What follows belongs to an exercise in optimizing a design on an open flow for small area, a short achievable clock period and few clock cycles per item; a production flow would make more cautious choices. In this exercise RTL edits were held to simulation tests only and were not proved equivalent to the original.

==> flow/design.v <==
package ors_pkg;
    localparam int unsigned DATA_W      = 64;
    localparam int unsigned CNT_W       = 5;
    localparam int unsigned DEPTH       = 16;
    localparam int unsigned SLOT_W      = 4;
    localparam logic [CNT_W-1:0] BATCH_CAP     = 5'd16;
    localparam logic [CNT_W-1:0] MAX_BATCH_RST = 5'd4;
    localparam logic OP_PUSH  = 1'b0;
    localparam logic OP_DRAIN = 1'b1;
endpackage
module ors_ram #(
    parameter int WIDTH = 64,
    parameter int DEPTH = 16
) (
    input  logic                     i_clk,
    input  logic [DEPTH-1:0]         i_we,
    input  logic [WIDTH-1:0]         i_wdata,
    input  logic [$clog2(DEPTH)-1:0] i_raddr,
    output logic [WIDTH-1:0]         o_rdata
);
    logic [WIDTH-1:0] r_mem [DEPTH];
    always_ff @(posedge i_clk) begin
        for (int i = 0; i < DEPTH; i++) begin
            if (i_we[i]) begin
                r_mem[i] <= i_wdata;
            end
        end
    end
    assign o_rdata = r_mem[i_raddr];
endmodule
module ors_ctrl #(
    parameter int NQ = 8   
) (
    input  logic                          i_clk,
    input  logic                          i_rst_n,
    input  logic                          i_in_valid,
    input  logic                          i_opcode,
    input  logic                          i_reserve_slot,
    input  logic                          i_cfg_valid,
    input  logic [ors_pkg::CNT_W-1:0]     i_cfg_data,
    input  logic                          i_out_ready,
    output logic                          o_in_ready,
    output logic                          o_out_valid,
    output logic [ors_pkg::DEPTH-1:0]     o_we,
    output logic [ors_pkg::SLOT_W-1:0]    o_rslot,
    output logic                          o_ld_rec,
    output logic                          o_ld_hdr,
    output logic [ors_pkg::CNT_W-1:0]     o_hdr_popped,
    output logic                          o_hdr_rsv
);
    localparam int D  = ors_pkg::DEPTH;
    localparam int SW = ors_pkg::SLOT_W;
    localparam int CW = ors_pkg::CNT_W;
    localparam int QW = (NQ > 2) ? $clog2(NQ - 1) : 1;
    localparam int NF = NQ - 1;   
    logic [CW-1:0] r_cap;    
    logic [CW-1:0] r_cap1;   
    logic [SW-1:0] r_head;
    logic [CW-1:0] r_fill;
    logic [SW-1:0] r_ptr  [D];
    logic [SW-1:0] r_link [D];
    logic [D-1:0]  r_busy;
    logic          r_in_ready;
    logic          r_out_valid;
    logic [SW-1:0] r_q_start [NF];
    logic [CW-1:0] r_q_k     [NF];
    logic          r_q_rsv   [NF];
    logic [QW-1:0] r_q_rd, r_q_wr;
    logic [QW:0]   r_q_cnt;
    logic          r_e_act;
    logic [SW-1:0] r_e_cur;
    logic [CW-1:0] r_e_rem;
    logic [CW-1:0] r_e_k;
    logic          r_e_rsv;
    logic          w_acc, w_push, w_drain;
    logic [SW-1:0] w_top, w_old;
    logic [SW-1:0] w_free;
    logic          w_any_free;
    logic [SW-1:0] w_wslot;
    logic [CW-1:0] w_cap, w_cap1, w_k0, w_k1, w_k;
    logic          w_full;
    assign w_acc   = i_in_valid && r_in_ready;
    assign w_push  = w_acc && (i_opcode == ors_pkg::OP_PUSH);
    assign w_drain = w_acc && (i_opcode == ors_pkg::OP_DRAIN);
    assign w_full  = (r_fill == CW'(D));
    assign w_top   = r_ptr[r_head - 1'b1];
    assign w_old   = r_ptr[r_head];
    always_comb begin
        w_free     = '0;
        w_any_free = 1'b0;
        for (int i = D - 1; i >= 0; i--) begin
            if (!r_busy[i]) begin
                w_free     = SW'(i);
                w_any_free = 1'b1;
            end
        end
    end
    assign w_wslot = w_full ? w_old : w_free;
    assign w_cap  = (i_cfg_data > ors_pkg::BATCH_CAP) ? ors_pkg::BATCH_CAP : i_cfg_data;
    assign w_cap1 = (w_cap != '0) ? w_cap - 1'b1 : '0;
    assign w_k0   = (r_cap < r_fill) ? r_cap : r_fill;
    assign w_k1   = (r_cap1 < r_fill) ? r_cap1 : r_fill;
    assign w_k    = i_reserve_slot ? w_k1 : w_k0;
    always_comb begin
        o_we = '0;
        if (w_push) o_we[w_wslot] = 1'b1;
    end
    logic w_out_free;
    logic w_e_done;      
    logic w_e_take;      
    logic w_from_q;
    logic w_q_push, w_q_pop;
    assign w_out_free = !r_out_valid || i_out_ready;
    assign o_ld_rec   = r_e_act && w_out_free && (r_e_rem != '0);
    assign o_ld_hdr   = r_e_act && w_out_free && (r_e_rem == '0);
    assign w_e_done   = o_ld_hdr;
    assign w_from_q   = (r_q_cnt != '0);
    assign w_e_take   = (!r_e_act || w_e_done) && (w_from_q || w_drain);
    assign w_q_pop    = w_e_take && w_from_q;
    assign w_q_push   = w_drain && !(w_e_take && !w_from_q);
    assign o_rslot    = r_e_cur;
    assign o_hdr_popped = r_e_k;
    assign o_hdr_rsv    = r_e_rsv;
    assign o_out_valid  = r_out_valid;
    assign o_in_ready   = r_in_ready;
    logic [CW-1:0] n_fill;
    logic [D-1:0]  n_busy;
    logic [QW:0]   n_q_cnt;
    logic       w_free_ge1, w_free_ge2;
    logic       w_slot_ok, w_q_ok;
    logic [4:0] w_nfree;
    always_comb begin
        w_nfree = '0;
        for (int i = 0; i < D; i++) w_nfree = w_nfree + 5'(!r_busy[i]);
    end
    assign w_free_ge1 = (w_nfree != '0);
    assign w_free_ge2 = (w_nfree[4:1] != '0);
    assign w_slot_ok = w_free_ge2 || (w_free_ge1 && !w_push) || o_ld_rec
                    || ((r_fill == CW'(D)) && !w_drain)
                    || ((r_fill == CW'(D - 1)) && w_push);
    assign w_q_ok    = (r_q_cnt < (QW+1)'(NF - 1))
                    || ((r_q_cnt == (QW+1)'(NF - 1)) && (!w_drain || w_q_pop))
                    || w_q_pop;
    always_comb begin
        n_fill = r_fill;
        if (w_push) begin
            if (!w_full) n_fill = r_fill + 1'b1;
        end else if (w_drain) begin
            n_fill = r_fill - w_k;
        end
        n_busy = r_busy;
        if (o_ld_rec) n_busy[r_e_cur] = 1'b0;
        if (w_push)   n_busy[w_wslot] = 1'b1;
        n_q_cnt = r_q_cnt + (QW+1)'(w_q_push) - (QW+1)'(w_q_pop);
    end
    always_ff @(posedge i_clk) begin
        if (!i_rst_n) begin
            r_cap       <= ors_pkg::MAX_BATCH_RST;
            r_cap1      <= ors_pkg::MAX_BATCH_RST - 1'b1;
            r_head      <= '0;
            r_fill      <= '0;
            r_busy      <= '0;
            r_in_ready  <= 1'b1;
            r_out_valid <= 1'b0;
            r_q_rd      <= '0;
            r_q_wr      <= '0;
            r_q_cnt     <= '0;
            r_e_act     <= 1'b0;
        end else begin
            if (i_cfg_valid) begin
                r_cap  <= w_cap;
                r_cap1 <= w_cap1;
            end
            r_fill <= n_fill;
            r_busy <= n_busy;
            if (w_push) begin
                r_head <= r_head + 1'b1;
            end else if (w_drain) begin
                r_head <= r_head - SW'(w_k);
            end
            r_in_ready <= w_slot_ok && w_q_ok;
            if (o_ld_rec || o_ld_hdr) begin
                r_out_valid <= 1'b1;
            end else if (i_out_ready) begin
                r_out_valid <= 1'b0;
            end
            if (w_q_push) r_q_wr <= (r_q_wr == QW'(NF - 1)) ? '0 : r_q_wr + 1'b1;
            if (w_q_pop)  r_q_rd <= (r_q_rd == QW'(NF - 1)) ? '0 : r_q_rd + 1'b1;
            r_q_cnt <= n_q_cnt;
            if (w_e_take)      r_e_act <= 1'b1;
            else if (w_e_done) r_e_act <= 1'b0;
        end
    end
    always_ff @(posedge i_clk) begin
        if (w_push) begin
            r_ptr[r_head]   <= w_wslot;
            r_link[w_wslot] <= w_top;
        end
        if (w_q_push) begin
            r_q_start[r_q_wr] <= w_top;
            r_q_k[r_q_wr]     <= w_k;
            r_q_rsv[r_q_wr]   <= i_reserve_slot;
        end
        if (w_e_take) begin
            if (w_from_q) begin
                r_e_cur <= r_q_start[r_q_rd];
                r_e_rem <= r_q_k[r_q_rd];
                r_e_k   <= r_q_k[r_q_rd];
                r_e_rsv <= r_q_rsv[r_q_rd];
            end else begin
                r_e_cur <= w_top;
                r_e_rem <= w_k;
                r_e_k   <= w_k;
                r_e_rsv <= i_reserve_slot;
            end
        end else if (o_ld_rec) begin
            r_e_cur <= r_link[r_e_cur];
            r_e_rem <= r_e_rem - 1'b1;
        end
    end
endmodule
module ors_dp (
    input  logic                        i_clk,
    input  logic                        i_ld_rec,
    input  logic                        i_ld_hdr,
    input  logic [ors_pkg::DATA_W-1:0]  i_rdata,
    input  logic [ors_pkg::CNT_W-1:0]   i_hdr_popped,
    input  logic                        i_hdr_rsv,
    output logic                        o_is_header,
    output logic [ors_pkg::DATA_W-1:0]  o_record_data,
    output logic [ors_pkg::CNT_W-1:0]   o_header_count,
    output logic [ors_pkg::CNT_W-1:0]   o_popped,
    output logic                        o_last
);
    always_ff @(posedge i_clk) begin
        if (i_ld_rec) begin
            o_is_header    <= 1'b0;
            o_record_data  <= i_rdata;
            o_header_count <= '0;
            o_popped       <= '0;
            o_last         <= 1'b0;
        end else if (i_ld_hdr) begin
            o_is_header    <= 1'b1;
            o_record_data  <= '0;
            o_header_count <= i_hdr_popped + ors_pkg::CNT_W'(i_hdr_rsv);
            o_popped       <= i_hdr_popped;
            o_last         <= 1'b1;
        end
    end
endmodule
module overwriting_record_stack_drain_unit #(
    parameter int DEPTH        = 16,
    parameter int RECORD_BYTES = 8
) (
    input  logic        i_clk,
    input  logic        i_rst_n,
    input  logic        in_valid,
    output logic        in_ready,
    input  logic        in_opcode,
    input  logic [63:0] in_entry_data,
    input  logic        in_reserve_slot,
    output logic        out_valid,
    input  logic        out_ready,
    output logic        out_is_header,
    output logic [63:0] out_record_data,
    output logic [4:0]  out_header_count,
    output logic [4:0]  out_popped,
    output logic        out_last,
    input  logic        cfg_valid,
    output logic        cfg_ready,
    input  logic [4:0]  cfg_data
);
    logic [ors_pkg::DEPTH-1:0]  w_we;
    logic [ors_pkg::SLOT_W-1:0] w_rslot;
    logic [63:0]                w_rdata;
    logic                       w_ld_rec;
    logic                       w_ld_hdr;
    logic [4:0]                 w_hdr_popped;
    logic                       w_hdr_rsv;
    assign cfg_ready = 1'b1;
    ors_ctrl u_ctrl (
        .i_clk          (i_clk),
        .i_rst_n        (i_rst_n),
        .i_in_valid     (in_valid),
        .i_opcode       (in_opcode),
        .i_reserve_slot (in_reserve_slot),
        .i_cfg_valid    (cfg_valid),
        .i_cfg_data     (cfg_data),
        .i_out_ready    (out_ready),
        .o_in_ready     (in_ready),
        .o_out_valid    (out_valid),
        .o_we           (w_we),
        .o_rslot        (w_rslot),
        .o_ld_rec       (w_ld_rec),
        .o_ld_hdr       (w_ld_hdr),
        .o_hdr_popped   (w_hdr_popped),
        .o_hdr_rsv      (w_hdr_rsv)
    );
    ors_ram #(
        .WIDTH (8 * RECORD_BYTES),
        .DEPTH (ors_pkg::DEPTH)
    ) u_ram (
        .i_clk   (i_clk),
        .i_we    (w_we),
        .i_wdata (in_entry_data),
        .i_raddr (w_rslot),
        .o_rdata (w_rdata)
    );
    ors_dp u_dp (
        .i_clk          (i_clk),
        .i_ld_rec       (w_ld_rec),
        .i_ld_hdr       (w_ld_hdr),
        .i_rdata        (w_rdata),
        .i_hdr_popped   (w_hdr_popped),
        .i_hdr_rsv      (w_hdr_rsv),
        .o_is_header    (out_is_header),
        .o_record_data  (out_record_data),
        .o_header_count (out_header_count),
        .o_popped       (out_popped),
        .o_last         (out_last)
    );
endmodule
make LEC_CHECK=0 CAP_MARGIN=20 CORE_MARGIN=2 CORE_UTILIZATION=40 SLEW_MARGIN=20 finish   # period 4.0 ns
run.sh (not shown) runs the stock make flow with config.mk's settings and CLKGATE_MAP_FILE= SYNTH_SCRIPT=/design/flow/synth_recipe.tcl, a recipe that flattens the netlist after the stock synthesis.
Testbench counts at the start, summed over its fixed seeds: cycles 4,018, items 3,840.
Edit:
--- a/flow/design.v
+++ b/flow/design.v
@@ -50,14 +50,13 @@
 );
     localparam int D  = ors_pkg::DEPTH;
     localparam int SW = ors_pkg::SLOT_W;
     localparam int CW = ors_pkg::CNT_W;
     localparam int QW = (NQ > 2) ? $clog2(NQ - 1) : 1;
     localparam int NF = NQ - 1;   
-    logic [CW-1:0] r_cap;    
-    logic [CW-1:0] r_cap1;   
+    logic [CW-1:0] r_max_batch;
     logic [SW-1:0] r_head;
     logic [CW-1:0] r_fill;
     logic [SW-1:0] r_ptr  [D];
     logic [SW-1:0] r_link [D];
     logic [D-1:0]  r_busy;
     logic          r_in_ready;
@@ -93,16 +92,16 @@
                 w_free     = SW'(i);
                 w_any_free = 1'b1;
             end
         end
     end
     assign w_wslot = w_full ? w_old : w_free;
-    assign w_cap  = (i_cfg_data > ors_pkg::BATCH_CAP) ? ors_pkg::BATCH_CAP : i_cfg_data;
+    assign w_cap  = (r_max_batch > ors_pkg::BATCH_CAP) ? ors_pkg::BATCH_CAP : r_max_batch;
     assign w_cap1 = (w_cap != '0) ? w_cap - 1'b1 : '0;
-    assign w_k0   = (r_cap < r_fill) ? r_cap : r_fill;
-    assign w_k1   = (r_cap1 < r_fill) ? r_cap1 : r_fill;
+    assign w_k0   = (w_cap < r_fill) ? w_cap : r_fill;
+    assign w_k1   = (w_cap1 < r_fill) ? w_cap1 : r_fill;
     assign w_k    = i_reserve_slot ? w_k1 : w_k0;
     always_comb begin
         o_we = '0;
         if (w_push) o_we[w_wslot] = 1'b1;
     end
     logic w_out_free;
@@ -123,27 +122,12 @@
     assign o_hdr_rsv    = r_e_rsv;
     assign o_out_valid  = r_out_valid;
     assign o_in_ready   = r_in_ready;
     logic [CW-1:0] n_fill;
     logic [D-1:0]  n_busy;
     logic [QW:0]   n_q_cnt;
-    logic       w_free_ge1, w_free_ge2;
-    logic       w_slot_ok, w_q_ok;
-    logic [4:0] w_nfree;
-    always_comb begin
-        w_nfree = '0;
-        for (int i = 0; i < D; i++) w_nfree = w_nfree + 5'(!r_busy[i]);
-    end
-    assign w_free_ge1 = (w_nfree != '0);
-    assign w_free_ge2 = (w_nfree[4:1] != '0);
-    assign w_slot_ok = w_free_ge2 || (w_free_ge1 && !w_push) || o_ld_rec
-                    || ((r_fill == CW'(D)) && !w_drain)
-                    || ((r_fill == CW'(D - 1)) && w_push);
-    assign w_q_ok    = (r_q_cnt < (QW+1)'(NF - 1))
-                    || ((r_q_cnt == (QW+1)'(NF - 1)) && (!w_drain || w_q_pop))
-                    || w_q_pop;
     always_comb begin
         n_fill = r_fill;
         if (w_push) begin
             if (!w_full) n_fill = r_fill + 1'b1;
         end else if (w_drain) begin
             n_fill = r_fill - w_k;
@@ -152,36 +136,34 @@
         if (o_ld_rec) n_busy[r_e_cur] = 1'b0;
         if (w_push)   n_busy[w_wslot] = 1'b1;
         n_q_cnt = r_q_cnt + (QW+1)'(w_q_push) - (QW+1)'(w_q_pop);
     end
     always_ff @(posedge i_clk) begin
         if (!i_rst_n) begin
-            r_cap       <= ors_pkg::MAX_BATCH_RST;
-            r_cap1      <= ors_pkg::MAX_BATCH_RST - 1'b1;
+            r_max_batch <= ors_pkg::MAX_BATCH_RST;
             r_head      <= '0;
             r_fill      <= '0;
             r_busy      <= '0;
             r_in_ready  <= 1'b1;
             r_out_valid <= 1'b0;
             r_q_rd      <= '0;
             r_q_wr      <= '0;
             r_q_cnt     <= '0;
             r_e_act     <= 1'b0;
         end else begin
             if (i_cfg_valid) begin
-                r_cap  <= w_cap;
-                r_cap1 <= w_cap1;
+                r_max_batch <= i_cfg_data;
             end
             r_fill <= n_fill;
             r_busy <= n_busy;
             if (w_push) begin
                 r_head <= r_head + 1'b1;
             end else if (w_drain) begin
                 r_head <= r_head - SW'(w_k);
             end
-            r_in_ready <= w_slot_ok && w_q_ok;
+            r_in_ready <= (n_q_cnt != (QW+1)'(NF)) && ((n_fill == CW'(D)) || (n_busy != '1));
             if (o_ld_rec || o_ld_hdr) begin
                 r_out_valid <= 1'b1;
             end else if (i_out_ready) begin
                 r_out_valid <= 1'b0;
             end
             if (w_q_push) r_q_wr <= (r_q_wr == QW'(NF - 1)) ? '0 : r_q_wr + 1'b1;
With this change the flow reached the layout checks and failed them: negative setup slack.
Synthesized cell count rises by 1.3%.
First-iteration DRC count climbs by 9.4%.
Worst hold slack is better by 0.062 ns.
Sequential share of layout area decreases by 0.45 points.
Design area increases by about 0.46%.
Testbench counts after the change, summed over its fixed seeds: cycles 4,014, items 3,840.

==> re-timing with driven ports <==
Ports are ideal in the flow. The routed layouts listed here were re-timed in OpenROAD.
Step 1 (the two cells are an assumption about what drives the block):
set clk [get_ports {i_clk}]
set_driving_cell -lib_cell sky130_fd_sc_hd__clkbuf_16 $clk
set_driving_cell -lib_cell sky130_fd_sc_hd__buf_2 [delete_from_list [all_inputs] $clk]
Step 2 adds t to the input delays and takes it off the output delays; t is the mean of the earliest and latest rising clock arrival at the registers after step 1. Input paths then give back, and output paths get back, about the clock's delay inside the block.
a / b / c = ideal ports / drivers / drivers and shift; a / b = the first two.
run	t (ns)	slack for setup (ns)	clock arrival spread, ns
the first run	0.839	0.087 / 0.087 / 0.007	0.047 / 0.047
the second run	0.857	-0.282 / -0.282 / -0.282	0.045 / 0.045
For the first run, which loses most, drivers alone change the setup slack by 0.000 ns; drivers and shift together by -0.080 ns.
